From an optimization exercise on the open Yosys and OpenROAD flow, aimed at small area, a short achievable clock period and few clock cycles; shortcuts taken in it are not production practice.
At most, simulation tests tie the RTL to the original design; equivalence was not proved.
For runs 3 to 6, only the layout was checked, not whether the RTL still works.
Power is estimated from default activity; no workload was simulated.

==> flow/design.v <==
package vfsp_pkg;
  localparam logic [2:0] EV_VOXEL        = 3'd0;
  localparam logic [2:0] EV_DIMENSIONS   = 3'd1;
  localparam logic [2:0] EV_HEADER_OK    = 3'd2;
  localparam logic [2:0] EV_BAD_HEADER   = 3'd3;
  localparam logic [2:0] EV_SIZE_MISSING = 3'd4;
  localparam logic [2:0] EV_XYZI_MISSING = 3'd5;
  localparam logic [2:0] EV_MAIN_MISSING = 3'd6;
  typedef struct packed {
    logic [2:0]         kind;
    logic [7:0]         voxel_x;
    logic [7:0]         voxel_y;
    logic [7:0]         voxel_z;
    logic [7:0]         material;
    logic signed [31:0] size_x;
    logic signed [31:0] size_y;
    logic signed [31:0] size_z;
    logic signed [31:0] file_version;
    logic [15:0]        model_number;
    logic               last_voxel;
  } event_t;
endpackage
module vfsp_core (
  input  logic        clk,
  input  logic        rst,
  input  logic        data_valid,
  output logic        data_stall,
  input  logic [7:0]  data_byte,
  input  logic        start_of_file,
  output logic        event_valid,
  input  logic        event_stall,
  output logic [2:0]  event_kind,
  output logic [7:0]  voxel_x,
  output logic [7:0]  voxel_y,
  output logic [7:0]  voxel_z,
  output logic [7:0]  material,
  output logic [31:0] size_x,
  output logic [31:0] size_y,
  output logic [31:0] size_z,
  output logic [31:0] file_version,
  output logic [15:0] model_number,
  output logic        last_voxel
);
  localparam logic [3:0] PH_MAGIC   = 4'd0;
  localparam logic [3:0] PH_VERSION = 4'd1;
  localparam logic [3:0] PH_PACK    = 4'd2;    
  localparam logic [3:0] PH_VCOUNT  = 4'd3;    
  localparam logic [3:0] PH_VOXELS  = 4'd4;
  localparam logic [3:0] PH_DIMS    = 4'd5;
  localparam logic [3:0] PH_DONE    = 4'd6;
  localparam logic [3:0] PH_MAIN    = 4'd8;    
  localparam logic [3:0] PH_SECOND  = 4'd9;
  localparam logic [3:0] PH_SIZE    = 4'd10;
  localparam logic [3:0] PH_XYZI    = 4'd11;
  logic [3:0]  phase, pos;
  logic        flag;       
  logic        ck_s;       
  logic        wsel;       
  logic        vlast;      
  logic [31:0] ra, rb, rc;  
  logic [31:0] ml;         
  logic        ml_unset;   
  logic        mact;       
  logic [1:0]  mstep;
  logic        bw;         
  logic [15:0] mc;
  logic        mc_inc_p, mc_clr_p;
  logic        bad_p;      
  logic [2:0]  kind;
  logic        last, sel_va, sel_vb, sel_dx, sel_dy, sel_dz, sel_h, sel_o;
  logic        stall_q;
  logic        take, tk, tks, free, ev_take;
  logic [7:0]  b, bu;
  logic        p0, p3, p11, byte_zero, cnt_zero, ml_last;
  logic        magic_ok, magic0_ok;
  logic [7:0]  magic_ch;
  assign data_stall = stall_q;
  assign take    = data_valid && !stall_q;
  assign tk      = take && !start_of_file;    
  assign tks     = take && start_of_file;     
  assign ev_take = event_valid && !event_stall;
  assign free    = !event_valid || !event_stall;
  assign b   = data_byte;
  assign bu  = data_byte & 8'hdf;
  assign p0  = (pos == 4'd0);
  assign p3  = (pos == 4'd3);
  assign p11 = (pos == 4'd11);
  assign byte_zero = (b == 8'd0);
  assign cnt_zero  = b[7] || (flag && b[6:0] == 7'd0);
  assign ml_last   = ml_unset || (ml[30:0] == 31'd1);
  always_comb begin
    case (pos[1:0])
      2'd0:    magic_ch = 8'h56;
      2'd1:    magic_ch = 8'h4f;
      2'd2:    magic_ch = 8'h58;
      default: magic_ch = 8'h20;
    endcase
    magic_ok  = (pos[1:0] == 2'd3) ? (b == 8'h20) : (bu == magic_ch);
    magic0_ok = (bu == 8'h56);
  end
  logic [3:0] n_ph, n_pos;
  logic       n_flag, n_emit, n_finish;
  logic [2:0] n_kind;
  always_comb begin
    n_ph     = phase;
    n_pos    = pos + 4'd1;
    n_flag   = flag;
    n_emit   = 1'b0;
    n_kind   = vfsp_pkg::EV_VOXEL;
    n_finish = 1'b0;
    case (phase)
      PH_MAGIC: begin
        if (!magic_ok) begin
          n_ph   = PH_DONE;
          n_emit = 1'b1;
          n_kind = vfsp_pkg::EV_BAD_HEADER;
        end else if (p3) begin
          n_ph  = PH_VERSION;
          n_pos = 4'd0;
        end
      end
      PH_VERSION: begin
        if (p3) begin
          n_emit = 1'b1;
          n_kind = b[7] ? vfsp_pkg::EV_BAD_HEADER : vfsp_pkg::EV_HEADER_OK;
          n_ph   = b[7] ? PH_DONE : PH_MAIN;
          n_pos  = 4'd0;
        end
      end
      PH_PACK: begin
        n_flag = (p0 || flag) && byte_zero;
        if (p3) begin
          n_ph  = cnt_zero ? PH_DONE : PH_SIZE;
          n_pos = 4'd0;
        end
      end
      PH_VCOUNT: begin
        n_flag = (p0 || flag) && byte_zero;
        if (p3) begin
          n_pos = 4'd0;
          if (cnt_zero) begin
            n_finish = 1'b1;
            n_ph     = ml_last ? PH_DONE : PH_SIZE;
          end else begin
            n_ph = PH_VOXELS;
          end
        end
      end
      PH_VOXELS: begin
        if (p3) begin
          n_pos  = 4'd0;
          n_emit = 1'b1;
          n_kind = vfsp_pkg::EV_VOXEL;
          if (vlast) begin
            n_finish = 1'b1;
            n_ph     = ml_last ? PH_DONE : PH_SIZE;
          end
        end
      end
      PH_DIMS: begin
        if (p11) begin
          n_pos  = 4'd0;
          n_emit = 1'b1;
          n_kind = vfsp_pkg::EV_DIMENSIONS;
          n_ph   = PH_XYZI;
        end
      end
      PH_MAIN, PH_SECOND, PH_SIZE, PH_XYZI: begin
        if (p0) begin
          case (phase[1:0])
            2'd0:    n_flag = (bu == 8'h4d);
            2'd1:    n_flag = (bu == 8'h50);
            2'd2:    n_flag = (bu == 8'h53);
            default: n_flag = (bu == 8'h58);
          endcase
        end
        if (p11) begin
          n_pos = 4'd0;
          case (phase[1:0])
            2'd0: begin
              if (flag) begin
                n_ph = PH_SECOND;
              end else begin
                n_ph   = PH_DONE;
                n_emit = 1'b1;
                n_kind = vfsp_pkg::EV_MAIN_MISSING;
              end
            end
            2'd1: n_ph = flag ? PH_PACK : (ck_s ? PH_DIMS : PH_SIZE);
            2'd2: begin
              if (flag) begin
                n_ph = PH_DIMS;
              end else begin
                n_ph   = PH_XYZI;
                n_emit = 1'b1;
                n_kind = vfsp_pkg::EV_SIZE_MISSING;
              end
            end
            default: begin
              if (flag) begin
                n_ph = PH_VCOUNT;
              end else begin
                n_emit   = 1'b1;
                n_kind   = vfsp_pkg::EV_XYZI_MISSING;
                n_finish = 1'b1;
                n_ph     = ml_last ? PH_DONE : (ck_s ? PH_XYZI : PH_SIZE);
              end
            end
          endcase
        end
      end
      default: begin
        n_ph  = PH_DONE;
        n_pos = 4'd0;
      end
    endcase
  end
  logic [3:0] ph_next, pos_next;
  logic       emit, finish, emit_magic;
  logic [2:0] emit_kind;
  always_comb begin
    if (!take) begin
      ph_next    = phase;
      pos_next   = pos;
      emit       = 1'b0;
      finish     = 1'b0;
      emit_kind  = n_kind;
      emit_magic = 1'b0;
    end else if (start_of_file) begin
      ph_next    = magic0_ok ? PH_MAGIC : PH_DONE;
      pos_next   = magic0_ok ? 4'd1 : 4'd0;
      emit       = !magic0_ok;
      finish     = 1'b0;
      emit_kind  = vfsp_pkg::EV_BAD_HEADER;
      emit_magic = 1'b1;
    end else begin
      ph_next    = n_ph;
      pos_next   = n_pos;
      emit       = n_emit;
      finish     = n_finish;
      emit_kind  = n_kind;
      emit_magic = (phase == PH_MAGIC);
    end
  end
  logic sh_a, sh_b, sh_c, sh_m, dec_c;
  logic [7:0] dsrc, dec8, dbus;
  logic       bin;
  always_comb begin
    sh_a = 1'b0; sh_b = 1'b0; sh_c = 1'b0; sh_m = 1'b0; dec_c = 1'b0;
    if (tk) begin
      case (phase)
        PH_VERSION: sh_a = 1'b1;
        PH_PACK:    sh_m = 1'b1;
        PH_VCOUNT:  sh_c = 1'b1;
        PH_VOXELS: begin
          if (wsel) sh_b = 1'b1; else sh_a = 1'b1;
          dec_c = 1'b1;
        end
        PH_DIMS: begin
          if (pos[3:2] == 2'd0) sh_a = 1'b1;
          if (pos[3:2] == 2'd1) sh_b = 1'b1;
          if (pos[3:2] == 2'd2) sh_c = 1'b1;
        end
        default: ;
      endcase
    end
  end
  assign dsrc = mact ? ml[7:0] : rc[7:0];
  assign bin  = mact ? (mstep == 2'd0 || bw) : (p0 || bw);
  assign dec8 = dsrc - {7'd0, bin};
  assign dbus = (mact || dec_c) ? dec8 : b;
  always_ff @(posedge clk) begin
    if (sh_a) ra <= {b, ra[31:8]};
    if (sh_b) rb <= {b, rb[31:8]};
    if (sh_c || dec_c) rc <= {dbus, rc[31:8]};
    if (sh_m || mact) ml <= {dbus, ml[31:8]};
    if (mact || dec_c) bw <= bin && (dsrc == 8'd0);
    if (dec_c && p0) vlast <= (rc[30:0] == 31'd1);
    if (tk) begin
      flag <= n_flag;
      if (phase[3:2] == 2'b10 && p0) ck_s <= (bu == 8'h53);
      if (phase == PH_VOXELS && p3) wsel <= !wsel;
    end
  end
  always_ff @(posedge clk) begin
    if (rst) begin
      phase    <= PH_MAGIC;
      pos      <= 4'd0;
      ml_unset <= 1'b1;
      mact     <= 1'b0;
      mstep    <= 2'd0;
    end else begin
      phase    <= ph_next;
      pos      <= pos_next;
      if (tk && n_finish && !ml_last) begin
        mact  <= 1'b1;
        mstep <= 2'd0;
      end else if (mact) begin
        mact  <= (mstep != 2'd3);
        mstep <= mstep + 2'd1;
      end
      if (tks) ml_unset <= 1'b1;
      else if (tk && phase == PH_PACK && p3) ml_unset <= 1'b0;
    end
  end
  always_ff @(posedge clk) begin
    if (rst) begin
      mc       <= 16'd0;
      mc_inc_p <= 1'b0;
      mc_clr_p <= 1'b0;
    end else begin
      if (free) begin
        if (mc_clr_p || tks) mc <= 16'd0;
        else if (mc_inc_p) mc <= mc + 16'd1;
      end
      mc_clr_p <= (mc_clr_p || tks) && !free;
      mc_inc_p <= (tk && n_finish) || (mc_inc_p && !free && !mc_clr_p && !tks);
    end
  end
  logic ev_load, ev_load_bad, ev_valid_next, bad_p_next;
  assign ev_load_bad = bad_p && free;
  assign ev_load     = !bad_p && emit && !(emit_magic && !free);
  assign bad_p_next  = !rst && (bad_p ? !free : (emit && emit_magic && !free));
  assign ev_valid_next = !rst && (ev_load_bad || ev_load || (event_valid && event_stall));
  always_ff @(posedge clk) begin
    event_valid <= ev_valid_next;
    bad_p       <= bad_p_next;
    if (ev_load_bad || ev_load) begin
      kind   <= ev_load_bad ? vfsp_pkg::EV_BAD_HEADER : emit_kind;
      last   <= !ev_load_bad && emit_kind == vfsp_pkg::EV_VOXEL && vlast;
      sel_va <= !ev_load_bad && emit_kind == vfsp_pkg::EV_VOXEL && !wsel;
      sel_vb <= !ev_load_bad && emit_kind == vfsp_pkg::EV_VOXEL && wsel;
      sel_dx <= !ev_load_bad && emit_kind == vfsp_pkg::EV_DIMENSIONS;
      sel_h  <= !ev_load_bad && !emit_magic &&
                (emit_kind == vfsp_pkg::EV_HEADER_OK || emit_kind == vfsp_pkg::EV_BAD_HEADER);
      sel_o  <= ev_load_bad || emit_magic;
    end
  end
  always_ff @(posedge clk) begin
    if (rst) sel_dy <= 1'b0;
    else if (ev_load_bad || ev_load) sel_dy <= !ev_load_bad && emit_kind == vfsp_pkg::EV_DIMENSIONS;
  end
  always_ff @(posedge clk) begin
    if (ev_load_bad || ev_load) sel_dz <= !ev_load_bad && emit_kind == vfsp_pkg::EV_DIMENSIONS;
    else if (ev_take) sel_dz <= 1'b0;
  end
  logic kd, k123, r_now, r_tk, risk_keep;
  assign kd   = !kind[2];
  assign k123 = !kind[2] && kind[1:0] != 2'd0;
  always_comb begin
    r_now = 1'b0;
    r_tk  = 1'b0;
    case (phase)
      PH_MAGIC: r_tk = (pos == 4'd3) && kd;
      PH_VERSION: begin
        r_now = p3 || kd;
        r_tk  = (pos == 4'd2) || ((pos != 4'd3) && kd);
      end
      PH_VCOUNT: begin
        r_now = p3 || k123;
        r_tk  = (pos == 4'd2) || k123;
      end
      PH_VOXELS: begin
        r_now = p3 || k123;
        r_tk  = (pos == 4'd2) || ((pos != 4'd3) && k123);
      end
      PH_DIMS: begin
        r_now = p11 || kd;
        r_tk  = (pos == 4'd10) || (!p11 && kd);
      end
      PH_MAIN: begin
        r_now = p11;
        r_tk  = (pos == 4'd10);
      end
      PH_SECOND, PH_SIZE: begin
        r_now = p11;
        r_tk  = (pos == 4'd10) || (p11 && kd);
      end
      PH_XYZI: begin
        r_now = p11;
        r_tk  = (pos == 4'd10) || (p11 && k123);
      end
      default: ;
    endcase
  end
  assign risk_keep = take ? (!start_of_file && r_tk) : r_now;
  always_ff @(posedge clk) begin
    stall_q <= bad_p_next || (!rst && event_valid && event_stall && risk_keep);
  end
  assign event_kind   = kind;
  assign {material, voxel_z, voxel_y, voxel_x} = (ra & {32{sel_va}}) | (rb & {32{sel_vb}});
  assign size_x       = ra & {32{sel_dx}};
  assign size_y       = rb & {32{sel_dy}};
  assign size_z       = rc & {32{sel_dz}};
  assign file_version = (ra & {32{sel_h}}) | {32{sel_o}};
  assign model_number = mc;
  assign last_voxel   = last;
endmodule
module voxel_file_stream_parser (
  input  logic               clk,
  input  logic               rst,
  input  logic               data_valid,
  output logic               data_stall,
  input  logic [7:0]         data_byte,
  input  logic               start_of_file,
  output logic               event_valid,
  input  logic               event_stall,
  output logic [2:0]         event_kind,
  output logic [7:0]         voxel_x,
  output logic [7:0]         voxel_y,
  output logic [7:0]         voxel_z,
  output logic [7:0]         material,
  output logic signed [31:0] size_x,
  output logic signed [31:0] size_y,
  output logic signed [31:0] size_z,
  output logic signed [31:0] file_version,
  output logic [15:0]        model_number,
  output logic               last_voxel
);
  vfsp_core u_core (
    .clk           (clk),
    .rst           (rst),
    .data_valid    (data_valid),
    .data_stall    (data_stall),
    .data_byte     (data_byte),
    .start_of_file (start_of_file),
    .event_valid   (event_valid),
    .event_stall   (event_stall),
    .event_kind    (event_kind),
    .voxel_x       (voxel_x),
    .voxel_y       (voxel_y),
    .voxel_z       (voxel_z),
    .material      (material),
    .size_x        (size_x),
    .size_y        (size_y),
    .size_z        (size_z),
    .file_version  (file_version),
    .model_number  (model_number),
    .last_voxel    (last_voxel)
  );
endmodule
==> flow/flow/run.sh <==
#!/bin/bash
# Standard ORFS layout, with the port buffers made from the smallest buffer cell.
set -euo pipefail
export BUFFER_PORTS_ARGS="-buffer_cell sky130_fd_sc_hd__buf_1"
bash standard.sh finish > standard_make.log 2>&1
==> flow/standard.sh <==
#!/bin/bash
# synth_recipe.tcl (not shown) runs the flow's synth.tcl, then flattens the netlist and writes it again
# the make line also repeats each setting of config.mk as NAME=value (left out here)
make -C /OpenROAD-flow-scripts/flow DESIGN_CONFIG=/design/flow/config.mk WORK_HOME=/design/flow/orfs CLKGATE_MAP_FILE= SYNTH_SCRIPT=/design/flow/synth_recipe.tcl "${@:-finish}"
==> flow/config.mk <==
export PLATFORM = sky130hd
export DESIGN_NAME = voxel_file_stream_parser
export DESIGN_NICKNAME = voxel_file_stream_parser
export VERILOG_FILES = /design/flow/design.v
export SDC_FILE = /design/flow/constraint.sdc
export NUM_CORES = 4
export LEC_CHECK = 0
export ABC_AREA = 1
export ABC_CLOCK_PERIOD_IN_PS = 2200
export CAP_MARGIN = 20
export CORE_MARGIN = 2
export CORE_UTILIZATION = 40
export SETUP_SLACK_MARGIN = 2.6
export SLEW_MARGIN = 20
==> flow/constraint.sdc <==
create_clock -name core_clock -period 5.0 [get_ports {clk}]
set_input_delay 1.0000 -clock core_clock [delete_from_list [all_inputs] [get_ports {clk}]]
set_output_delay 1.0000 -clock core_clock [all_outputs]
set_load 0.01 [all_outputs]
==> results of run 1 <==
[how the worst max path moves through the flow]
| stage | start | slack, ps | to |
|---|---|---|---|
| finish | u_core.sel_h | 2400 | file_version[25] |
| floorplan | data_valid | 2260 | u_core.rb[0] |
| global placement | data_valid | 1630 | u_core.rb[7] |
| detailed placement | data_valid | 1620 | u_core.rb[5] |
| global route | u_core.sel_h | 2330 | file_version[5] |
| CTS | u_core.sel_o | 2360 | file_version[20] |
[synthesized netlist by cell type, drive strengths merged]
cell type  number
nand2         247
mux2i           2
a221oi          1
o21bai          4
clkinv          1
o21ai         105
a31oi           4
a21oi          28
o211ai          4
and2            1
dfxtp          34
o2111ai         1
inv           234
ha             10
buf             5
edfxtp        143
o31ai           3
nor3           20
a211oi          4
clkbuf         23
nor4           10
o22ai           1
nand3          39
nor3b           2
nor2           84
or2             2
nand4          16
xnor2           4
nand3b          1
xor2            5
o221ai          3
[per-layer routing]
layer  routed length, um  global-route usage  vias up
li1                    -                   -     3822
met1               12400               0.315     3748
met2               14300               0.406      342
met3                1710              0.0372       42
met4                 735              0.0900        0
met5                   0                   0        -
[repair_timing]
action	4_1_cts	5_1_grt
resized for setup	166	86
gates cloned	11	1
pin swaps	23	17
setup endpoints to repair	326	229
buffers inserted	20	14
[cell usage in the layout, fill, tap and decap left out, drive strengths merged, types with 5 or more instances in the layout]
| cell | netlist | routed |
|---|---|---|
| a21oi | 28 | 29 |
| buf | 5 | 226 |
| clkbuf | 23 | 24 |
| clkinvlp | 0 | 15 |
| dfxtp | 34 | 34 |
| edfxtp | 143 | 143 |
| ha | 10 | 10 |
| inv | 234 | 238 |
| nand2 | 247 | 247 |
| nand3 | 39 | 39 |
| nand4 | 16 | 16 |
| nor2 | 84 | 84 |
| nor3 | 20 | 20 |
| nor4 | 10 | 10 |
| o21ai | 105 | 106 |
| xor2 | 5 | 5 |
[where the power goes]
group / total (mW) / internal [mW] / switching [mW]
combinational: 0.631 / 0.229 / 0.402
sequential: 1.67 / 1.63 / 0.0356
clock: 1.28 / 0.658 / 0.617
total: 3.57 / 2.52 / 1.05
[worst max-delay path: stages, from the launching register on]
cell	delay [ps]
edfxtp_1	420
buf_12	150
buf_4	130
clkinvlp_4	70
buf_12	160
o21ai_1	70
buf_2	150
[kinds of logic after synthesis]
kind of cell | count (synthesis) | share of synthesized area
flops | 177 | 0.555
compound gates | 158 | 0.0960
mux | 2 | 0.00223
xor+xnor | 9 | 0.00879
buf+inv | 263 | 0.112
fa+ha+maj | 10 | 0.0140
simple gates | 422 | 0.212
[cell type report]
cell class	instances	area, um2
Fill cell	2069	10300
Sequential cell	177	4990
Multi-Input combinational cell	603	3340
Timing Repair Buffer	231	1390
Inverter	235	907
Clock buffer	19	433
Tap cell	280	350
Clock inverter	13	124
Timing Repair inverter	7	52.6
[sequential cells by signal, indices dropped and copies added (netlist names), 2 cells and up]
register	count
u_core.kind	3
u_core.mc	16
u_core.ml	32
u_core.mstep	2
u_core.phase	4
u_core.pos	4
u_core.ra	32
u_core.rb	32
u_core.rc	32
==> metrics.md, run 1 <==
| Metric | Value |
|---|---|
| Outcome | `timing/DRC/antenna clean` |
| Clock-pin transition on the worst setup and hold timing paths | `80 ps` |
| Hold worst-path end | `u_core.ml[23]` |
| Die footprint | `0.0236 mm2` |
| Pwr/cell area | `308 mW/mm2` |
| Initial DRC Count | `633` |
| Die extent in x | `154 um` |
| Hpwl dp | `20.2 mm` |
| Core ar. | `0.0219 mm2` |
| Worst Hold Margin | `429 ps` |
| TritonCTS Sinks | `177` |
| Total Routing Usage GR | `0.241` |
| Gate count after technology mapping | `1041` |
| Synth area leader | `edfxtp_1` |
| Placed Instances | `1487` |
| Final #Nets | `1295` |
| Cell Rows | `54` |
| Worst-Skew Late Latency | `440 ps` |
| Initial Util | `0.409` |
| Worst Path Max Fanout | `16` |
| Vias in the first global route | `7372` |
| Crit. End Element | `output port` |
| Final core utilization | `0.529` |
| Sequential share of the synthesized area | `0.555` |
| Die Span Y | `154 um` |
| Layout overhead on the synthesized area | `29.2%` |
| Total congestion overflow | `0` |
| Total routed wirelength | `29.2 mm` |
| FMAX | `385 MHz` |
| Via count | `7954` |
| Via density | `5.08` |
| Max Cap Violations | `0` |
| GP Congestion | `0.999` |
| WP data required | `4000 ps` |
| Worst R2R Path Depth | `12` |
| H-tree depth | `4` |
| Post-layout min period | `2600 ps` |
| P_leak | `5.20 nW` |
| Design area | `0.0116 mm2` |
| Io pins | `195` |
| Relative slew slack | `0.469` |
| Syn_nets | `1064` |
| RSZ-0062 raised after global routing | `yes` |
| Worst R2R Setup Slack | `2730 ps` |
| Antenna Cells | `0` |
| Clock Tree Buf Depth | `2` |
| IO buf count | `194` |
| Fin. max-slew vios | `0` |
| Max VDD drop | `236 uV` |
| Worst clock skew | `19.5 ps` |
| Total negative slack | `0 ps` |
| RR Startpoint | `u_core.phase[0]` |
| Non-Filler Instances | `1565` |
| Hold-fix buffers, CTS | `0` |
| Distinct cells, synth | `45` |
| Post-Syn Area per Cell | `8.61 um2` |
| TritonCTS clock tree | `done` |
| Placed Area | `0.00997 mm2` |
| Remaining DRCs | `0` |
| Layout cell share with drive strength beyond 1 | `0.206` |
| Top cells by area, synth | `edfxtp_1 48%, nand2_1 9.8%, inv_1 9.5%` |
| CTS Root Cell | `clkbuf_16` |
| Final WS setup | `2400 ps` |
| Mapped cell area | `0.00896 mm2` |
| Wirelength per Cell | `18.6 um` |
| Hold path start | `u_core.ml[31]` |
| YS warnings | `1` |
| Count of final setup violators | `0` |
| #FFs+latches synth | `177` |
| Largest net degree at the start of global routing | `34` |
| Share of the synthesized area in the top cell type | `0.479` |
| CP startpoint kind | `register` |
| Hold Crit Class | `reg -> reg` |
| Worst Hold Depth | `0` |
| TritonCTS Buffers | `17` |
| Worst R2R End | `u_core.sel_dx` |
| CP Data Arrival Time | `1600 ps` |
| Antenna violations before repair | `0` |
| Hold Vio Cnt, Final | `0` |
| ANT nets after route | `0` |
| First-pass GRT wire length | `43.2 mm` |
| Drt pass-1 iters | `5` |
| Period utilization | `0.519` |
| Total power | `3.57 mW` |
| Worst-Margin Slew | `796 ps` |
| WS Path Type | `reg -> out` |
| Place WS | `1620 ps` |
Testbench counts, summed over its fixed seeds: cycles 16,095.
==> run 2: changes to the inputs <==
--- a/flow/config.mk
+++ b/flow/config.mk
@@ -6,5 +6,4 @@
 export NUM_CORES = 4
 export LEC_CHECK = 0
-export ABC_AREA = 1
 export ABC_CLOCK_PERIOD_IN_PS = 2200
 export CAP_MARGIN = 20
==> metrics.md, run 2 <==
| Metric | Value |
|---|---|
| Io pins | `195 (unchanged)` |
| First-pass GRT wire length | `39.4 mm (-8.8%)` |
| Placed Instances | `1231 (-17%)` |
| H-tree depth | `4 (unchanged)` |
| Final WS setup | `2530 ps (+124 ps)` |
| Total Routing Usage GR | `0.217 (-0.0245)` |
| CTS Root Cell | `clkbuf_16` |
| Mapped cell area | `0.00888 mm2 (-0.87%)` |
| Clock Tree Buf Depth | `2 (unchanged)` |
| CP Data Arrival Time | `1470 ps (-130 ps)` |
| Pwr/cell area | `349 mW/mm2 (+13%)` |
| Wirelength per Cell | `20.2 um (+8.2%)` |
| Hold-fix buffers, CTS | `0 (unchanged)` |
| Post-Syn Area per Cell | `11.2 um2 (+30%)` |
| Worst Hold Depth | `0 (unchanged)` |
| Max VDD drop | `224 uV (-5.0%)` |
| Post-layout min period | `2470 ps (-124 ps)` |
| WP data required | `4000 ps (about the same)` |
| Die footprint | `0.0234 mm2 (-0.84%)` |
| CP Launch Point | `u_core.sel_va` |
| TritonCTS clock tree | `done` |
| Worst Path Max Fanout | `16 (unchanged)` |
| Hold Vio Cnt, Final | `0 (unchanged)` |
| FMAX | `405 MHz (+5.0%)` |
| Sequential share of the synthesized area | `0.560 (+0.00485)` |
| Fin. max-slew vios | `0 (unchanged)` |
| Most frequent cells in the layout | `185 x buf_1, 143 x edfxtp_1, 97 x and2_1` |
| Clock-pin transition on the worst setup and hold timing paths | `80 ps (about the same)` |
| Layout cell share with drive strength beyond 1 | `0.130 (-0.0763)` |
| Worst R2R End | `u_core.sel_dz` |
| Design area | `0.0110 mm2 (-4.8%)` |
| Cell with the most instances after synthesis | `edfxtp_1` |
| Worst clock skew | `13.3 ps (-6.23 ps)` |
| WS Path Type | `reg -> out` |
| Die Span Y | `153 um (-0.42%)` |
| Max Cap Violations | `0 (unchanged)` |
| Via count | `7154 (-10%)` |
| Layout overhead on the synthesized area | `24.1%` |
| Total routed wirelength | `26.0 mm (-11%)` |
| ANT nets after route | `0 (unchanged)` |
| Via density | `5.55 (+9.3%)` |
| Crit. End Element | `output port` |
| Worst Hold Margin | `447 ps (+18.1 ps)` |
| Place WS | `1830 ps (+203 ps)` |
| Cell Rows | `54 (unchanged)` |
| Synth area leader | `edfxtp_1` |
| Total power | `3.85 mW (+7.7%)` |
| Clk pwr share | `0.348 (-0.009)` |
| RR Startpoint | `u_core.phase[3]` |
| Seq pwr share | `0.450 (-0.017)` |
| Worst R2R Path Depth | `7 (-5)` |
| Synth async-reset ratio | `0 (unchanged)` |
| Period utilization | `0.494 (-0.0248)` |
| Antenna violations before repair | `0 (unchanged)` |
| Vias in the first global route | `6754 (-8.4%)` |
| TritonCTS Buffers | `17 (unchanged)` |
| Hpwl dp | `17.4 mm (-14%)` |
| Placed Area | `0.00992 mm2 (-0.41%)` |
| Remaining DRCs | `0 (unchanged)` |
| Switching Share | `0.313 (+0.0178)` |
| Logic pwr share | `0.202 (+0.026)` |
| Die extent in x | `153 um (-0.42%)` |
| Top cells by area, synth | `edfxtp_1 48%, dfxtp_1 7.7%, and2_1 6.8%` |
| Count of final setup violators | `0 (unchanged)` |
| Worst R2R Setup Slack | `2670 ps (-60 ps)` |
| IO buf count | `194 (unchanged)` |
| Initial Util | `0.407 (-0.00229)` |
| Non-Filler Instances | `1288 (-18%)` |
| Share of the synthesized area in the top cell type | `0.483 (+0.00418)` |
| Final core utilization | `0.505 (-0.0240)` |
| Gate count after technology mapping | `793 (-24%)` |
| Antenna Cells | `0 (unchanged)` |
| Initial DRC Count | `663 (+4.7%)` |
| GP Congestion | `0.922 (-7.7%)` |
| Count of flip-flops with a built-in enable after synthesis | `143 (unchanged)` |
| Drt pass-1 iters | `5 (unchanged)` |
| Net switching power | `1.20 mW (+14%)` |
| #FFs+latches synth | `177 (unchanged)` |
| Critical Path Sink | `voxel_z[2]` |
| CP startpoint kind | `register` |
| Total congestion overflow | `0 (unchanged)` |
| Total negative slack | `0 ps (unchanged)` |
| Relative slew slack | `0.514 (+0.0448)` |
| TritonCTS Sinks | `177 (unchanged)` |
| YS warnings | `1 (unchanged)` |
| Internal power | `2.64 mW (+4.9%)` |
| Worst-Skew Late Latency | `440 ps (about the same)` |
| Outcome | `timing/DRC/antenna clean` |
| Final #Nets | `1018 (-21%)` |
| RSZ-0062 raised after global routing | `yes` |
| Syn_nets | `816 (-23%)` |
| Distinct cells, synth | `77 (+71%)` |
| Hold Crit Class | `reg -> reg` |
| P_leak | `3.79 nW (-27%)` |
| Largest net degree at the start of global routing | `34 (unchanged)` |
| Synth top cells by count | `143 x edfxtp_1, 97 x and2_1, 64 x nor2_1, 39 x nand2_1` |
| Worst-Margin Slew | `729 ps (-67.3 ps)` |
| Most common cell after layout, fill and taps aside | `buf_1` |
| Ys flop type | `edfxtp_1` |
| Core ar. | `0.0218 mm2 (-0.31%)` |
[run 2: changes by cell type after synthesis, moves of 12 or more]
cell / previous run / this run
nand2_1: 234 / 39
nand3_1: 36 / 19
clkbuf_1: 23 / 35
inv_1: 227 / 15
a21o_1: 0 / 35
xor2_1: 5 / 17
and2_1: 1 / 97
o21ai_0: 103 / 26
a22o_1: 0 / 32
[run 2: kinds of logic after synthesis]
logic type      count (synthesis)  synth area share
simple gates                  323             0.209
compound gates                182             0.148
flops                         177             0.560
buf+inv                        60            0.0269
xor+xnor                       30            0.0296
mux                            11            0.0124
fa+ha+maj                      10            0.0141
[run 2: critical path, stage by stage, from the launching register on]
cell and delay, ps:
edfxtp_1 460, buf_12 190, a22o_1 240, buf_1 130
[run 2: layer usage]
layer	vias to the layer above	GRT usage	wire length [um]	part of all wire
li1	3346	-	-	-
met1	3498	0.289	11500	0.44
met2	267	0.351	12500	0.48
met3	43	0.0465	1360	0.052
met4	0	0.0750	635	0.024
met5	-	0	0	0
[run 2: timing repair]
action,4_1_cts,5_1_grt
cloned,1,1
pin swaps,4,9
setup endpoints to repair,304,301
resized for setup,29,29
buffers inserted,15,8
[run 2: worst min path at each step]
stage / slack [ps] / start / end
finish: 450 / u_core.ml[22] / u_core.ml[14]
global route: 470 / u_core.ml[14] / u_core.ml[6]
CTS: 450 / u_core.ml[22] / u_core.ml[14]
detailed placement: 430 / u_core.ml[22] / u_core.ml[14]
global placement: 430 / u_core.ml[24] / u_core.ml[16]
floorplan: 400 / u_core.ml[31] / u_core.ml[23]
[run 2: cell type report]
cell class              count  area [um2]
repair buffers            226        1150
clock buffers              17         425
flip-flops and latches    177        4990
inverters                  15        61.3
fillers                  1986       10800
clock inverters            15         180
repair inverters            1        5.00
multi-input cells         557        3860
well taps                 280         350
[run 2: power groups by stage]
stage	logic [mW]	clock network (mW)	registers, mW
6_report	0.777	1.34	1.73
5_1_grt	0.839	1.43	1.74
4_1_cts	0.755	1.37	1.73
3_5_place_dp	0.630	0	1.81
3_3_place_gp	0.635	0	1.81
2_1_floorplan	0.483	0	1.74
==> run 3: changes to the inputs <==
--- a/flow/design.v
+++ b/flow/design.v
@@ -323,25 +323,28 @@
   assign bad_p_next  = !rst && (bad_p ? !free : (emit && emit_magic && !free));
   assign ev_valid_next = !rst && (ev_load_bad || ev_load || (event_valid && event_stall));
+  logic ev_ld, n_va, n_vb, n_d, n_h, n_o;
+  assign ev_ld = ev_load_bad || ev_load;
+  assign n_va  = !ev_load_bad && emit_kind == vfsp_pkg::EV_VOXEL && !wsel;
+  assign n_vb  = !ev_load_bad && emit_kind == vfsp_pkg::EV_VOXEL && wsel;
+  assign n_d   = !ev_load_bad && emit_kind == vfsp_pkg::EV_DIMENSIONS;
+  assign n_h   = !ev_load_bad && !emit_magic &&
+                 (emit_kind == vfsp_pkg::EV_HEADER_OK || emit_kind == vfsp_pkg::EV_BAD_HEADER);
+  assign n_o   = ev_load_bad || emit_magic;
   always_ff @(posedge clk) begin
     event_valid <= ev_valid_next;
     bad_p       <= bad_p_next;
-    if (ev_load_bad || ev_load) begin
+    sel_va      <= (ev_ld & n_va) | (!ev_ld & !ev_take & sel_va);
+    sel_vb      <= (ev_ld & n_vb) | (!ev_ld & !ev_take & sel_vb);
+    sel_dx      <= (ev_ld & n_d) | (!ev_ld & !ev_take & sel_dx);
+    sel_h       <= (ev_ld & n_h) | (!ev_ld & !ev_take & sel_h);
+    sel_o       <= (ev_ld & n_o) | (!ev_ld & !ev_take & sel_o);
+    if (ev_ld) begin
       kind   <= ev_load_bad ? vfsp_pkg::EV_BAD_HEADER : emit_kind;
       last   <= !ev_load_bad && emit_kind == vfsp_pkg::EV_VOXEL && vlast;
-      sel_va <= !ev_load_bad && emit_kind == vfsp_pkg::EV_VOXEL && !wsel;
-      sel_vb <= !ev_load_bad && emit_kind == vfsp_pkg::EV_VOXEL && wsel;
-      sel_dx <= !ev_load_bad && emit_kind == vfsp_pkg::EV_DIMENSIONS;
-      sel_h  <= !ev_load_bad && !emit_magic &&
-                (emit_kind == vfsp_pkg::EV_HEADER_OK || emit_kind == vfsp_pkg::EV_BAD_HEADER);
-      sel_o  <= ev_load_bad || emit_magic;
     end
   end
   always_ff @(posedge clk) begin
-    if (rst) sel_dy <= 1'b0;
-    else if (ev_load_bad || ev_load) sel_dy <= !ev_load_bad && emit_kind == vfsp_pkg::EV_DIMENSIONS;
-  end
-  always_ff @(posedge clk) begin
-    if (ev_load_bad || ev_load) sel_dz <= !ev_load_bad && emit_kind == vfsp_pkg::EV_DIMENSIONS;
-    else if (ev_take) sel_dz <= 1'b0;
+    sel_dy <= !rst & ((ev_ld & n_d) | (!ev_ld & sel_dy));
+    sel_dz <= !rst & ((ev_ld & n_d) | (!ev_ld & !ev_take & sel_dz));
   end
   logic kd, k123, r_now, r_tk, risk_keep;
==> metrics.md, run 3 <==
| Metric | Value |
|---|---|
| CTS Root Cell | `clkbuf_16` |
| Largest delay share family, worst path | `compound AO/OA/AOI/OAI gates` |
| Distinct cells, synth | `68 (-12%)` |
| CP Data Arrival Time | `2860 ps (+1390 ps)` |
| Post-Syn Area per Cell | `10.9 um2 (-2.9%)` |
| Period utilization | `0.501 (+0.00628)` |
| Footprint of the multi-input gates | `0.00405 mm2 (+4.9%)` |
| Synth area leader | `edfxtp_1` |
| CP startpoint kind | `input port` |
| Vias in the first global route | `6909 (+2.3%)` |
| Hold Vio Cnt, Final | `0 (unchanged)` |
| Crit. End Element | `register` |
| Ys flop type | `edfxtp_1` |
| Wirelength per Cell | `20.4 um (+1.3%)` |
| Initial DRC Count | `493 (-26%)` |
| Worst-Skew Late Latency | `430 ps (about the same)` |
| Total Routing Usage GR | `0.216 (-0.000245)` |
| Most frequent cells in the layout | `183 x buf_1, 137 x edfxtp_1, 101 x and2_1` |
| Most common cell after layout, fill and taps aside | `buf_1` |
| TritonCTS clock tree | `done` |
| Relative slew slack | `0.491 (-0.0232)` |
| #FFs+latches synth | `177 (unchanged)` |
| Worst-Margin Slew | `756 ps (+26.8 ps)` |
| Fin. max-slew vios | `0 (unchanged)` |
| Drt pass-1 iters | `10 (+5)` |
| P_leak | `3.92 nW (+3.2%)` |
| Initial Util | `0.408 (+0.000459)` |
| Sequential share of the synthesized area | `0.553 (-0.00738)` |
| Worst clock skew | `14.7 ps (+1.42 ps)` |
| Count of final setup violators | `0 (unchanged)` |
| Cell Rows | `54 (unchanged)` |
| Final core utilization | `0.518 (+0.0126)` |
| Via density | `5.63 (+1.4%)` |
| Layout overhead on the synthesized area | `27.0%` |
| Gate count after technology mapping | `818 (+3.2%)` |
| Syn_nets | `841 (+3.1%)` |
| FMAX | `399 MHz (-1.3%)` |
| IO buf count | `194 (unchanged)` |
| Worst R2R Setup Slack | `2530 ps (-140 ps)` |
| ANT nets after route | `0 (unchanged)` |
| Hpwl dp | `18.1 mm (+4.2%)` |
| Layout cell share with drive strength beyond 1 | `0.161 (+0.0310)` |
| Clock-pin transition on the worst setup and hold timing paths | `70 ps (about the same)` |
| GP Congestion | `0.914 (-0.85%)` |
| Sequential Area | `0.00496 mm2 (-0.53%)` |
| TritonCTS Buffers | `17 (unchanged)` |
| Buf/Inv on CP | `2 (unchanged)` |
| Die footprint | `0.0234 mm2 (+0.11%)` |
| Top cells by area, synth | `edfxtp_1 46%, dfxtp_1 9.0%, and2_1 7.1%` |
| Mapped cell area | `0.00889 mm2 (+0.11%)` |
| Synth async-reset ratio | `0 (unchanged)` |
| Synth top cells by count | `137 x edfxtp_1, 101 x and2_1, 59 x nor2_1, 53 x clkbuf_1, 40 x dfxtp_1` |
| Antenna violations before repair | `2 (+2)` |
| TritonCTS Sinks | `177 (unchanged)` |
| Hold Crit Class | `reg -> reg` |
| Max Cap Violations | `0 (unchanged)` |
| RSZ-0062 raised after global routing | `yes` |
| Die extent in x | `153 um (about the same)` |
| Io pins | `195 (unchanged)` |
| Max VDD drop | `248 uV (+11%)` |
| Largest stage delay on the critical path | `400 ps (-60 ps)` |
| First-pass GRT wire length | `39.9 mm (+1.3%)` |
| Largest net degree at the start of global routing | `35 (+2.9%)` |
| Total congestion overflow | `0 (unchanged)` |
| Via count | `7397 (+3.4%)` |
| Remaining DRCs | `0 (unchanged)` |
| Critical path cell sequence | `buf_1 > inv_1 > nor4_4 > a311o_1 > a311o_2 > or3_4 > a21oi_2` |
| Outcome | `timing/DRC/antenna clean` |
| Total routed wirelength | `26.8 mm (+3.3%)` |
| Cell with the most instances after synthesis | `edfxtp_1` |
| WS Path Type | `in -> reg` |
| Total negative slack | `0 ps (unchanged)` |
| Clock Tree Buf Depth | `2 (unchanged)` |
| WP data required | `5360 ps (+1360 ps)` |
| YS warnings | `1 (unchanged)` |
| Final #Nets | `1041 (+2.3%)` |
| H-tree depth | `4 (unchanged)` |
| Share of the synthesized area in the top cell type | `0.463 (-0.0208)` |
| Worst Path Max Fanout | `6 (-10)` |
| Core ar. | `0.0218 mm2 (unchanged)` |
| Die Span Y | `153 um (about the same)` |
| Crit-path slowest cell | `or3_4` |
| Pwr/cell area | `364 mW/mm2 (+4.2%)` |
| Count of flip-flops with a built-in enable after synthesis | `137 (-4.2%)` |
| Fill cells | `1983 (-0.15%)` |
| Post-layout min period | `2500 ps (+31.4 ps)` |
[run 3: cell types whose count changed after synthesis, sizes merged, moves of 5 or more]
cell,before,now
clkbuf,35,53
a21oi,31,40
nand2,40,31
dfxtp,34,40
edfxtp,143,137
nor2b,5,11
and3,7,2
buf,10,5
nor2,64,59
nor4,16,21
[run 3: per-stage QoR]
stage	hold WS [ps]	cells	instance area, um2	power [mW]	worst slack [ps]
after global routing	427	1312	11300	4.29	2480
after floorplan	400	818	9050	2.31	2140
after detailed placement	408	1246	9940	2.58	1560
after CTS	426	1300	11000	4.06	2500
after global placement	402	1246	9940	2.60	1620
final	423	1313	11300	4.11	2500
[run 3: logic make-up (layout without fill, tap and decap cells)]
logic type / Yosys count / count (layout) / synth area share
flops: 177 / 177 / 0.553
compound gates: 201 / 201 / 0.162
simple gates: 322 / 323 / 0.203
buf+inv: 71 / 283 / 0.0311
fa+ha+maj: 10 / 10 / 0.0141
mux: 9 / 9 / 0.0101
xor+xnor: 28 / 28 / 0.0276
other cells: 0 / 2 / 0
[run 3: worst paths after layout]
check,startpoint,endpoint,depth (start not counted)
setup / recovery,start_of_file,u_core.sel_dz,7
hold / removal,u_core.ml[31],u_core.ml[23],0
setup reg to reg,u_core.phase[3],u_core.sel_dz,7
hold reg to reg,u_core.ml[31],u_core.ml[23],0
[run 3: area by class of cell]
| type | count | area share |
|---|---|---|
| diodes | 2 | 0.000443 |
| multi-input cells | 571 | 0.359 |
| repair buffers | 238 | 0.109 |
| clock inverters | 15 | 0.0188 |
| flip-flops and latches | 177 | 0.439 |
| well taps | 280 | 0.0310 |
| clock buffers | 17 | 0.0377 |
| inverters | 13 | 0.00454 |
[run 3: routing by layer]
metal / share of wire / wire length (um) / GRT usage
met1: 0.42 / 11400 / 0.281
met2: 0.50 / 13500 / 0.370
met3: 0.053 / 1430 / 0.0408
met5: 0 / 0 / 0
met4: 0.022 / 577 / 0.0617
[run 3: worst reg2reg max path: stages (launching register included)]
cell and delay, ps:
dfxtp_4 350, buf_12 130, or4_4 540, a41o_1 230
a31o_4 220, a311o_2 400, or3_4 400, a21oi_2 140
[run 3: timing repair]
action                     in CTS  in global routing
pin swaps                      10                  7
gates cloned                    2                  2
hold buffers                    0                  0
gates resized for setup        73                 38
setup buffers                  20                  9
setup endpoints to repair     271                 90
[run 3: power by group]
part           switching [mW]  internal [mW]
logic                   0.572          0.404
registers              0.0928           1.64
clock network           0.692          0.704
==> run 4: changes to the inputs <==
--- a/flow/design.v
+++ b/flow/design.v
@@ -271,7 +271,7 @@
   assign dbus = (mact || dec_c) ? dec8 : b;
   always_ff @(posedge clk) begin
-    if (sh_a) ra <= {b, ra[31:8]};
-    if (sh_b) rb <= {b, rb[31:8]};
-    if (sh_c || dec_c) rc <= {dbus, rc[31:8]};
+    ra <= {32{!rst}} & (({32{sh_a}} & {b, ra[31:8]}) | ({32{!sh_a}} & ra));
+    rb <= {32{!rst}} & (({32{sh_b}} & {b, rb[31:8]}) | ({32{!sh_b}} & rb));
+    rc <= {32{!rst}} & (({32{sh_c || dec_c}} & {dbus, rc[31:8]}) | ({32{!(sh_c || dec_c)}} & rc));
     if (sh_m || mact) ml <= {dbus, ml[31:8]};
     if (mact || dec_c) bw <= bin && (dsrc == 8'd0);
==> metrics.md, run 4 <==
| Metric | Value |
|---|---|
| Period utilization | `0.491 (-0.00928)` |
| Total congestion overflow | `0 (unchanged)` |
| Initial Util | `0.407 (-0.000650)` |
| Max Cap Violations | `0 (unchanged)` |
| Sequential share of the synthesized area | `0.430 (-0.122)` |
| Ys flop type | `dfxtp_1` |
| Distinct cells, synth | `63 (-7.4%)` |
| TritonCTS Sinks | `177 (unchanged)` |
| Total negative slack | `0 ps (unchanged)` |
| Most Crowded Layer GR | `met2` |
| GP Congestion | `0.947 (+3.5%)` |
| Antenna violations before repair | `0 (-2)` |
| Total routed wirelength | `30.2 mm (+13%)` |
| Layout cell share with drive strength beyond 1 | `0.143 (-0.0179)` |
| Wirelength per Cell | `18.8 um (-7.9%)` |
| RSZ-0062 raised after global routing | `yes` |
| Worst Path Max Fanout | `4 (-2)` |
| Hold Vio Cnt, Final | `0 (unchanged)` |
| Antenna Cells | `0 (-2)` |
| #FFs+latches synth | `177 (unchanged)` |
| TritonCTS clock tree | `done` |
| Post-layout min period | `2460 ps (-46.4 ps)` |
| Post-Syn Area per Cell | `8.15 um2 (-25%)` |
| Top cells by area, synth | `dfxtp_1 30%, edfxtp_1 13%, nand2_1 8.5%` |
| Mapped cell area | `0.00919 mm2 (+3.3%)` |
| Cell Rows | `55 (+1.9%)` |
| FMAX | `407 MHz (+1.9%)` |
| Met1 GRT Util | `0.326 (+0.0452)` |
| CP startpoint kind | `register` |
| Max VDD drop | `209 uV (-16%)` |
| Outcome | `timing/DRC/antenna clean` |
| IO buf count | `194 (unchanged)` |
| Layout overhead on the synthesized area | `26.6%` |
| P_leak | `4.12 nW (+5.2%)` |
| Total power | `3.85 mW (-6.3%)` |
| H-tree depth | `4 (unchanged)` |
| Largest net degree at the start of global routing | `63 (+80%)` |
| Relative slew slack | `0.349 (-0.141)` |
| ANT nets after route | `0 (unchanged)` |
| Hold Crit Class | `reg -> reg` |
| Crit. End Element | `register` |
| Clock-pin transition on the worst setup and hold timing paths | `70 ps (about the same)` |
| Via density | `5.64 (+0.18%)` |
| Hpwl dp | `19.9 mm (+9.7%)` |
| Die Span Y | `156 um (+1.6%)` |
| Syn_nets | `1150 (+37%)` |
| WS Path Type | `reg -> reg` |
| CTS Root Cell | `clkbuf_16` |
| Gate count after technology mapping | `1127 (+38%)` |
| Count of flip-flops with a built-in enable after synthesis | `41 (-70%)` |
| Worst clock skew | `8.27 ps (-6.41 ps)` |
| Remaining DRCs | `0 (unchanged)` |
| Synth top cells by count | `207 x nand2_1, 136 x dfxtp_1, 120 x a21oi_1, 99 x and2_1, 76 x clkbuf_1` |
| WP data required | `5330 ps (-30 ps)` |
| Synth async-reset ratio | `0 (unchanged)` |
| First-pass GRT wire length | `44.5 mm (+11%)` |
| Pwr/cell area | `331 mW/mm2 (-9.0%)` |
| YS warnings | `1 (unchanged)` |
| Worst-Margin Slew | `974 ps (+218 ps)` |
| Die footprint | `0.0242 mm2 (+3.2%)` |
| Synth area leader | `dfxtp_1` |
| TritonCTS Buffers | `17 (unchanged)` |
| CP Data Arrival Time | `2790 ps (-70 ps)` |
| Vias in the first global route | `7966 (+15%)` |
| Worst-Skew Late Latency | `440 ps (about the same)` |
| Core ar. | `0.0226 mm2 (+3.4%)` |
| Io pins | `195 (unchanged)` |
| Most frequent cells in the layout | `202 x nand2_1, 184 x buf_1, 122 x dfxtp_1` |
| Final #Nets | `1331 (+28%)` |
| Clock Tree Buf Depth | `2 (unchanged)` |
| Drt pass-1 iters | `6 (-4)` |
| Die extent in x | `156 um (+1.6%)` |
| Cell with the most instances after synthesis | `nand2_1` |
| Most common cell after layout, fill and taps aside | `nand2_1` |
| Fin. max-slew vios | `0 (unchanged)` |
| Count of final setup violators | `0 (unchanged)` |
| Via count | `9064 (+23%)` |
| Total Routing Usage GR | `0.235 (+0.0184)` |
| Met3 Use GR | `0.0525 (+0.0117)` |
| Initial DRC Count | `793 (+61%)` |
| Share of the synthesized area in the top cell type | `0.296 (-0.166)` |
| Met2 usage | `0.366 (-0.00412)` |
## run 4: changes by cell type after synthesis, sizes merged, moves of 11 or more
cell and delta:
nand2 +176, clkbuf +23, edfxtp -96, a21oi +80
nor2 +11, dfxtp +96
## run 4: critical path, cell delays in order (launching register included)
cell	delay, ps
dfxtp_4	370
clkinvlp_4	120
ha_4	180
nand2_4	60
nor2_2	100
a211o_1	160
ha_4	190
o21ai_4	70
or3_4	380
xor2_1	140
nor2_1	50
a211o_1	340
o21a_1	180
## run 4: worst paths after layout
path	from	end	slack, ps	cells after the start
worst max-delay path	u_core.pos[0]	u_core.rc[29]	2540	12
worst min-delay path	u_core.ml[31]	u_core.ml[23]	430	0
worst max register to register	u_core.pos[0]	u_core.rc[29]	2540	12
worst min register to register	u_core.ml[31]	u_core.ml[23]	430	0
## run 4: kinds of logic after synthesis
kind of cell             after synthesis  share of synthesized area
multiplexers                           9                    0.00981
flip-flops                           177                      0.430
AO/OA/AOI/OAI                        279                      0.195
XOR/XNOR                              30                     0.0286
buffers and inverters                106                     0.0441
adder cells (fa/ha/maj)               10                     0.0136
AND/OR/NAND/NOR                      516                      0.278
## run 4: power breakdown
part | leakage, nW | internal (mW) | switching, mW
Combinational | 2.35 | 0.339 | 0.503
Clock | 0.297 | 0.769 | 0.596
Sequential | 1.48 | 1.52 | 0.118
## run 4: stage by stage
stage,util,cell area [um2],std cells,setup slack (ps),hold WS [ps]
floorplan,-,9390,1127,2330,400
global placement,0.449,10100,1524,1590,418
detailed placement,0.449,10100,1524,1610,410
CTS,0.497,11200,1583,2550,437
global route,0.515,11600,1606,2440,448
finish,0.515,11600,1606,2540,434
## run 4: what timing repair did
action	CTS	global route
buffers inserted	27	22
pin swaps	26	28
setup endpoints to repair	338	162
resized for setup	87	47
cloned	0	1
hold buffers	0	0
## run 4: area by class of cell
type | count | area, um2
Clock inverter | 14 | 171
Clock buffer | 18 | 429
Inverter | 18 | 75.1
Sequential cell | 177 | 4000
Multi-Input combinational cell | 845 | 5310
Timing Repair Buffer | 249 | 1280
Tap cell | 285 | 357
Fill cell | 2154 | 10900
## run 4: layer usage
metal  part of all wire  up-vias
met5                  0        -
met4              0.024        0
met3              0.066       57
met2               0.46      380
met1               0.44     4345
li1                   -     4282
==> run 5: changes to the inputs <==
--- a/flow/design.v
+++ b/flow/design.v
@@ -271,7 +271,7 @@
   assign dbus = (mact || dec_c) ? dec8 : b;
   always_ff @(posedge clk) begin
-    ra <= {32{!rst}} & (({32{sh_a}} & {b, ra[31:8]}) | ({32{!sh_a}} & ra));
-    rb <= {32{!rst}} & (({32{sh_b}} & {b, rb[31:8]}) | ({32{!sh_b}} & rb));
-    rc <= {32{!rst}} & (({32{sh_c || dec_c}} & {dbus, rc[31:8]}) | ({32{!(sh_c || dec_c)}} & rc));
+    if (sh_a) ra <= {b, ra[31:8]};
+    if (sh_b) rb <= {b, rb[31:8]};
+    if (sh_c || dec_c) rc <= {dbus, rc[31:8]};
     if (sh_m || mact) ml <= {dbus, ml[31:8]};
     if (mact || dec_c) bw <= bin && (dsrc == 8'd0);
@@ -323,29 +323,27 @@
   assign bad_p_next  = !rst && (bad_p ? !free : (emit && emit_magic && !free));
   assign ev_valid_next = !rst && (ev_load_bad || ev_load || (event_valid && event_stall));
-  logic ev_ld, n_va, n_vb, n_d, n_h, n_o;
-  assign ev_ld = ev_load_bad || ev_load;
-  assign n_va  = !ev_load_bad && emit_kind == vfsp_pkg::EV_VOXEL && !wsel;
-  assign n_vb  = !ev_load_bad && emit_kind == vfsp_pkg::EV_VOXEL && wsel;
-  assign n_d   = !ev_load_bad && emit_kind == vfsp_pkg::EV_DIMENSIONS;
-  assign n_h   = !ev_load_bad && !emit_magic &&
-                 (emit_kind == vfsp_pkg::EV_HEADER_OK || emit_kind == vfsp_pkg::EV_BAD_HEADER);
-  assign n_o   = ev_load_bad || emit_magic;
+  logic ld_dim, ld_va, ld_vb, ld_h, ld_o;
+  assign ld_dim = tk && phase == PH_DIMS && p11;
+  assign ld_va  = tk && phase == PH_VOXELS && p3 && !wsel;
+  assign ld_vb  = tk && phase == PH_VOXELS && p3 && wsel;
+  assign ld_h   = tk && phase == PH_VERSION && p3;
+  assign ld_o   = ev_load_bad || (ev_load && emit_magic);
+  always_ff @(posedge clk) begin
+    sel_va <= !rst && (ld_va  || (sel_va && !ev_take));
+    sel_vb <= !rst && (ld_vb  || (sel_vb && !ev_take));
+    sel_h  <= !rst && (ld_h   || (sel_h  && !ev_take));
+    sel_o  <= !rst && (ld_o   || (sel_o  && !ev_take));
+    sel_dx <= !rst && (ld_dim || (sel_dx && !ev_take));
+    sel_dy <= !rst && (ld_dim || (sel_dy && event_stall));
+    sel_dz <= !rst && (ld_dim || (sel_dz && event_valid && event_stall));
+  end
   always_ff @(posedge clk) begin
     event_valid <= ev_valid_next;
     bad_p       <= bad_p_next;
-    sel_va      <= (ev_ld & n_va) | (!ev_ld & !ev_take & sel_va);
-    sel_vb      <= (ev_ld & n_vb) | (!ev_ld & !ev_take & sel_vb);
-    sel_dx      <= (ev_ld & n_d) | (!ev_ld & !ev_take & sel_dx);
-    sel_h       <= (ev_ld & n_h) | (!ev_ld & !ev_take & sel_h);
-    sel_o       <= (ev_ld & n_o) | (!ev_ld & !ev_take & sel_o);
-    if (ev_ld) begin
-      kind   <= ev_load_bad ? vfsp_pkg::EV_BAD_HEADER : emit_kind;
-      last   <= !ev_load_bad && emit_kind == vfsp_pkg::EV_VOXEL && vlast;
+    if (ev_load_bad || ev_load) begin
+      kind <= ev_load_bad ? vfsp_pkg::EV_BAD_HEADER : emit_kind;
+      last <= !ev_load_bad && emit_kind == vfsp_pkg::EV_VOXEL && vlast;
     end
   end
-  always_ff @(posedge clk) begin
-    sel_dy <= !rst & ((ev_ld & n_d) | (!ev_ld & sel_dy));
-    sel_dz <= !rst & ((ev_ld & n_d) | (!ev_ld & !ev_take & sel_dz));
-  end
   logic kd, k123, r_now, r_tk, risk_keep;
   assign kd   = !kind[2];
==> metrics.md, run 5 <==
| Metric | Value |
|---|---|
| Outcome | `timing/DRC/antenna clean` |
| Met3 Use GR | `0.0346 (-0.0179)` |
| Total routed wirelength | `25.2 mm (-17%)` |
| TritonCTS Buffers | `17 (unchanged)` |
| Synth async-reset ratio | `0 (unchanged)` |
| WP data required | `5090 ps (-240 ps)` |
| Max VDD drop | `228 uV (+8.9%)` |
| Total negative slack | `0 ps (unchanged)` |
| Place WS | `1850 ps (+241 ps)` |
| First-pass GRT wire length | `39.1 mm (-12%)` |
| Antenna Cells | `0 (unchanged)` |
| Worst R2R Setup Slack | `2640 ps (+100 ps)` |
| IO buf count | `194 (unchanged)` |
| Worst-Skew Late Latency | `440 ps (about the same)` |
| Relative slew slack | `0.521 (+0.172)` |
| Worst clock skew | `12.5 ps (+4.19 ps)` |
| Die Span Y | `153 um (-1.7%)` |
| Total Routing Usage GR | `0.211 (-0.0235)` |
| Final #Nets | `1020 (-23%)` |
| Worst-Margin Slew | `712 ps (-262 ps)` |
| CP Launch Point | `u_core.phase[0]` |
| Max Cap Violations | `0 (unchanged)` |
| WS Path Type | `reg -> reg` |
| Cell Rows | `54 (-1.8%)` |
| Initial Util | `0.407 (about the same)` |
| GP Congestion | `0.905 (-4.4%)` |
| CP startpoint kind | `register` |
| Synth area leader | `edfxtp_1` |
| P_leak | `3.91 nW (-5.0%)` |
| Met1 GRT Util | `0.293 (-0.0328)` |
| Io pins | `195 (unchanged)` |
| Core ar. | `0.0218 mm2 (-3.3%)` |
| Hold worst-path end | `u_core.ml[23]` |
| Hpwl dp | `17.3 mm (-13%)` |
| Worst Path Max Fanout | `32 (+28)` |
| TritonCTS clock tree | `done` |
| Placed Instances | `1234 (-19%)` |
| Mapped cell area | `0.00887 mm2 (-3.4%)` |
| Drt pass-1 iters | `5 (-1)` |
| Most common cell after layout, fill and taps aside | `buf_1` |
| Non-Filler Instances | `1290 (-20%)` |
| Largest net degree at the start of global routing | `35 (-44%)` |
| Share of the synthesized area in the top cell type | `0.464 (+0.167)` |
| Count of final setup violators | `0 (unchanged)` |
| Remaining DRCs | `0 (unchanged)` |
| Post-layout min period | `2360 ps (-97.0 ps)` |
| Hold Vio Cnt, Final | `0 (unchanged)` |
| Via density | `5.53 (-2.1%)` |
| YS warnings | `1 (unchanged)` |
| CP Data Arrival Time | `2450 ps (-340 ps)` |
| Crit. End Element | `register` |
| Fin. max-slew vios | `0 (unchanged)` |
| Synth top cells by count | `137 x edfxtp_1, 96 x and2_1, 56 x nor2_1, 43 x nand2_1, 40 x dfxtp_1` |
| Period utilization | `0.472 (-0.0194)` |
| Worst Hold Depth | `0 (unchanged)` |
| Clock-pin transition on the worst setup and hold timing paths | `80 ps (about the same)` |
| Via count | `7129 (-21%)` |
| Total power | `3.25 mW (-16%)` |
| Layout cell share with drive strength beyond 1 | `0.155 (+0.0124)` |
| Hold Crit Class | `reg -> reg` |
| Die footprint | `0.0234 mm2 (-3.3%)` |
| FMAX | `424 MHz (+4.1%)` |
| Syn_nets | `823 (-28%)` |
| Sequential share of the synthesized area | `0.554 (+0.123)` |
| H-tree depth | `4 (unchanged)` |
| Cell with the most instances after synthesis | `edfxtp_1` |
| Initial DRC Count | `531 (-33%)` |
| Worst Hold Margin | `430 ps (-4.21 ps)` |
| Ys flop type | `edfxtp_1` |
| Most frequent cells in the layout | `182 x buf_1, 137 x edfxtp_1, 96 x and2_1` |
| TritonCTS Sinks | `177 (unchanged)` |
| ANT nets after route | `0 (unchanged)` |
| Distinct cells, synth | `77 (+22%)` |
| #FFs+latches synth | `177 (unchanged)` |
| Total congestion overflow | `0 (unchanged)` |
| Vias in the first global route | `6676 (-16%)` |
| Top cells by area, synth | `edfxtp_1 46%, dfxtp_1 9.0%, and2_1 6.8%` |
| Die extent in x | `153 um (-1.7%)` |
| Post-Syn Area per Cell | `11.1 um2 (+36%)` |
| Layout overhead on the synthesized area | `24.1%` |
| Most Crowded Layer GR | `met2` |
| Count of flip-flops with a built-in enable after synthesis | `137 (+230%)` |
| Antenna violations before repair | `0 (unchanged)` |
| Clock Tree Buf Depth | `2 (unchanged)` |
| Pwr/cell area | `295 mW/mm2 (-11%)` |
| RR Startpoint | `u_core.phase[0]` |
| Gate count after technology mapping | `800 (-29%)` |
| CTS Root Cell | `clkbuf_16` |
| Worst R2R Path Depth | `4 (-8)` |
| Hold path start | `u_core.ml[31]` |
| Met2 usage | `0.344 (-0.0218)` |
| Wirelength per Cell | `19.5 um (+3.7%)` |
| RSZ-0062 raised after global routing | `yes` |
| Worst R2R End | `u_core.ml[13]` |
| Final WS setup | `2640 ps (+97.0 ps)` |
[run 5: metrics by stage]
step                      area [um2]  utilization
after global placement          9900        0.454
after floorplan                 9010            -
final                          11000        0.505
after global routing           11000        0.505
after detailed placement        9900        0.454
after CTS                      10800        0.494
[run 5: worst max-delay path: stages (launching register included)]
cell,delay [ps]
dfxtp_2,410
buf_4,240
or2b_2,320
nor3_1,560
a21o_4,480
[run 5: report_power, final]
group          switching, mW  total (mW)  internal (mW)  leakage (nW)
clock network          0.652        1.32          0.671         0.285
registers             0.0258        1.63           1.60          1.58
logic                  0.186       0.294          0.108          2.05
[run 5: layout make-up]
class	count	area [um2]
clock buffers	17	425
clock inverters	15	159
fillers	1986	10800
inverters	10	37.5
multi-input cells	561	3960
flip-flops and latches	177	4950
well taps	280	350
repair buffers	230	1130
[run 5: worst max path at each step]
stage,endpoint,slack (ps),cells past startpoint
after CTS,u_core.mact,2600,7
final,u_core.ml[13],2640,4
after floorplan,u_core.ra[0],2230,3
after global routing,u_core.stall_q,2580,8
after detailed placement,u_core.mc[13],1850,7
after global placement,u_core.kind[1],1860,6
[run 5: logic make-up after synthesis]
logic type / after synthesis / synth area share
muxes: 8 / 0.00916
AOI/OAI and AO/OA: 194 / 0.159
xor gates and xnor gates: 30 / 0.0296
adders and majority gates: 10 / 0.0141
and+or+nand+nor: 318 / 0.200
DFF: 177 / 0.554
buffers and inverters: 63 / 0.0345
[run 5: metal layers]
layer | up-vias | wire length (um)
met5 | - | 0
met4 | 0 | 473
met3 | 34 | 1370
met2 | 263 | 12100
met1 | 3453 | 11300
li1 | 3379 | -
[run 5: repair_timing]
action | 4_1_cts | 5_1_grt
buffers inserted | 9 | 12
hold buffers | 0 | 0
hold endpoints to repair | 0 | 0
pin swaps | 8 | 11
gates resized for setup | 60 | 30
cloned | 2 | 1
setup endpoints to repair | 294 | 67
==> run 6: changes to the inputs <==
--- a/flow/config.mk
+++ b/flow/config.mk
@@ -10,4 +10,4 @@
 export CORE_MARGIN = 2
 export CORE_UTILIZATION = 40
-export SETUP_SLACK_MARGIN = 2.6
+export SETUP_SLACK_MARGIN = 2.9
 export SLEW_MARGIN = 20
==> metrics.md, run 6 <==
| Metric | Value |
|---|---|
| TritonCTS clock tree | `done` |
| YS warnings | `1 (unchanged)` |
| Drt pass-1 iters | `6 (+1)` |
| Remaining DRCs | `0 (unchanged)` |
| Net switching power | `0.958 mW (+11%)` |
| Design area | `0.0128 mm2 (+16%)` |
| Final #Nets | `1082 (+6.1%)` |
| Post-Syn Area per Cell | `11.1 um2 (unchanged)` |
| Initial Util | `0.407 (unchanged)` |
| Period utilization | `0.469 (-0.00308)` |
| Logic pwr share | `0.108 (+0.017)` |
| Count of final setup violators | `0 (unchanged)` |
| Worst Path Max Fanout | `4 (-88%)` |
| Crit. End Element | `output port` |
| Worst-Skew Late Latency | `440 ps (about the same)` |
| RSZ-0062 raised after global routing | `yes` |
| Antenna violations before repair | `0 (unchanged)` |
| Worst clock skew | `12.5 ps (+0.0412 ps)` |
| Via count | `7699 (+8.0%)` |
| P_leak | `5.09 nW (+30%)` |
| Distinct cells, synth | `77 (unchanged)` |
| Place WS | `1880 ps (+27.4 ps)` |
| Most common cell after layout, fill and taps aside | `edfxtp_1` |
| #FFs+latches synth | `177 (unchanged)` |
| Buf/Inv on CP | `1 (unchanged)` |
| Total routed wirelength | `28.8 mm (+14%)` |
| Hold-fix buffers, CTS | `0 (unchanged)` |
| Clk pwr share | `0.413 (+0.006)` |
| Outcome | `timing/DRC/antenna clean` |
| Cell Rows | `54 (unchanged)` |
| Io pins | `195 (unchanged)` |
| Gate count after technology mapping | `800 (unchanged)` |
| Clock Tree Buf Depth | `2 (unchanged)` |
| Largest net degree at the start of global routing | `35 (unchanged)` |
| Die Span Y | `153 um (unchanged)` |
| Layout overhead on the synthesized area | `44.6%` |
| IO buf count | `194 (unchanged)` |
| WS Path Type | `reg -> out` |
| Hpwl dp | `17.7 mm (+2.3%)` |
| Vias in the first global route | `7084 (+6.1%)` |
| Crit-path slowest cell | `edfxtp_1` |
| Critical path cell sequence | `a22o_1 > buf_1` |
| Cell with the most instances after synthesis | `edfxtp_1` |
| Synth async-reset ratio | `0 (unchanged)` |
| Syn_nets | `823 (unchanged)` |
| TritonCTS Sinks | `177 (unchanged)` |
| Pwr/cell area | `266 mW/mm2 (-9.7%)` |
| Core ar. | `0.0218 mm2 (unchanged)` |
| Hold Crit Class | `reg -> reg` |
| Hold Vio Cnt, Final | `0 (unchanged)` |
| Total Routing Usage GR | `0.228 (+0.0170)` |
| Initial DRC Count | `477 (-10%)` |
| CP Data Arrival Time | `1340 ps (-1110 ps)` |
| Internal power | `2.46 mW (+3.2%)` |
| M1 WL | `11.7 mm (+4.1%)` |
| Via density | `5.69 (+3.0%)` |
| Clock-pin transition on the worst setup and hold timing paths | `80 ps (about the same)` |
| Mapped cell area | `0.00887 mm2 (unchanged)` |
| Max VDD drop | `238 uV (+4.5%)` |
| WL met2 | `14.4 mm (+19%)` |
| Relative slew slack | `0.677 (+0.156)` |
| Synth area leader | `edfxtp_1` |
| Final WS setup | `2660 ps (+15.4 ps)` |
| Post-layout min period | `2340 ps (-15.4 ps)` |
| FMAX | `427 MHz (+0.66%)` |
| Top cells by area, synth | `edfxtp_1 46%, dfxtp_1 9.0%, and2_1 6.8%` |
| Largest delay share family, worst path | `flip-flops` |
| Wirelength per Cell | `21.3 um (+9.2%)` |
| Synth top cells by count | `137 x edfxtp_1, 96 x and2_1, 56 x nor2_1, 43 x nand2_1, 40 x dfxtp_1` |
| WP data required | `4000 ps (-1090 ps)` |
| ANT nets after route | `0 (unchanged)` |
| Die extent in x | `153 um (unchanged)` |
| First-pass GRT wire length | `41.6 mm (+6.2%)` |
| Worst-Margin Slew | `483 ps (-229 ps)` |
| Max layer used | `met4` |
| Total negative slack | `0 ps (unchanged)` |
| Max Cap Violations | `0 (unchanged)` |
| Count of flip-flops with a built-in enable after synthesis | `137 (unchanged)` |
| Most frequent cells in the layout | `137 x edfxtp_1, 66 x buf_4, 64 x buf_6` |
| Ys flop type | `edfxtp_1` |
| Routed wl met3 | `1.87 mm (+37%)` |
| H-tree depth | `4 (unchanged)` |
| Sequential share of the synthesized area | `0.554 (unchanged)` |
| Seq pwr share | `0.479 (-0.023)` |
| Switching Share | `0.280 (+0.0142)` |
| Antenna Cells | `0 (unchanged)` |
| GP Congestion | `0.925 (+2.2%)` |
| Share of the synthesized area in the top cell type | `0.464 (unchanged)` |
| Placed Area | `0.0100 mm2 (+1.1%)` |
| Die footprint | `0.0234 mm2 (unchanged)` |
| TritonCTS Buffers | `17 (unchanged)` |
| CTS Root Cell | `clkbuf_16` |
| Largest stage delay on the critical path | `520 ps (-40 ps)` |
| Layout cell share with drive strength beyond 1 | `0.431 (+0.276)` |
| CP startpoint kind | `register` |
| Fin. max-slew vios | `0 (unchanged)` |
| Total congestion overflow | `0 (unchanged)` |
==> run 6: cell types whose count changed in the layout (fill, tap and decap cells not counted), sizes merged <==
cell | before | now
clkinv | 6 | 4
inv | 18 | 20
clkbuf | 22 | 75
buf | 225 | 233
a21o | 38 | 39
==> run 6: cell type report <==
| cell class | count | area, um2 |
|---|---|---|
| Inverter | 10 | 42.5 |
| Tap cell | 280 | 350 |
| Sequential cell | 177 | 4960 |
| Multi-Input combinational cell | 562 | 4520 |
| Fill cell | 1736 | 8990 |
| Clock buffer | 17 | 425 |
| Timing Repair Buffer | 291 | 2320 |
| Clock inverter | 15 | 209 |
==> run 6: cells by family after synthesis <==
kind of cell               count (synthesis)  share of synthesized area
buffers and inverters                     63                     0.0345
xor gates and xnor gates                  30                     0.0296
and+or+nand+nor                          318                      0.200
adders and majority gates                 10                     0.0141
DFF                                      177                      0.554
AOI/OAI and AO/OA                        194                      0.159
muxes                                      8                    0.00916
==> run 6: final timing paths <==
| check | endpoint | depth (start not counted) | startpoint | slack, ps |
|---|---|---|---|---|
| hold reg to reg | u_core.ml[23] | 0 | u_core.ml[31] | 430 |
| setup / recovery | material[7] | 2 | u_core.ra[31] | 2660 |
| hold / removal | u_core.ml[23] | 0 | u_core.ml[31] | 430 |
| setup reg to reg | u_core.kind[0] | 6 | u_core.phase[0] | 2750 |
==> run 6: power groups by stage <==
stage | logic (mW) | clock network, mW | registers (mW)
2_1_floorplan | 0.187 | 0 | 1.66
3_3_place_gp | 0.263 | 0 | 1.67
3_5_place_dp | 0.261 | 0 | 1.67
4_1_cts | 0.313 | 1.43 | 1.63
5_1_grt | 0.395 | 1.49 | 1.64
6_report | 0.370 | 1.41 | 1.64
==> run 6: per-layer routing <==
layer,GRT usage,vias up
li1,-,3517
met1,0.299,3766
met2,0.382,360
met3,0.0414,56
met4,0.0811,0
met5,0,-
==> run 6: timing repair <==
item	4_1_cts	5_1_grt
gates cloned	3	5
resized for setup	228	232
setup buffers	58	20
pin swaps	36	46
setup endpoints to repair	347	329
==> run 6: per-stage QoR <==
step	total power, mW	hold WS [ps]	util	instances
finish	3.42	434	0.588	1352
global route	3.52	448	0.588	1352
CTS	3.38	436	0.543	1327
detailed placement	1.93	413	0.459	1234
global placement	1.93	404	0.459	1234
floorplan	1.85	400	-	800
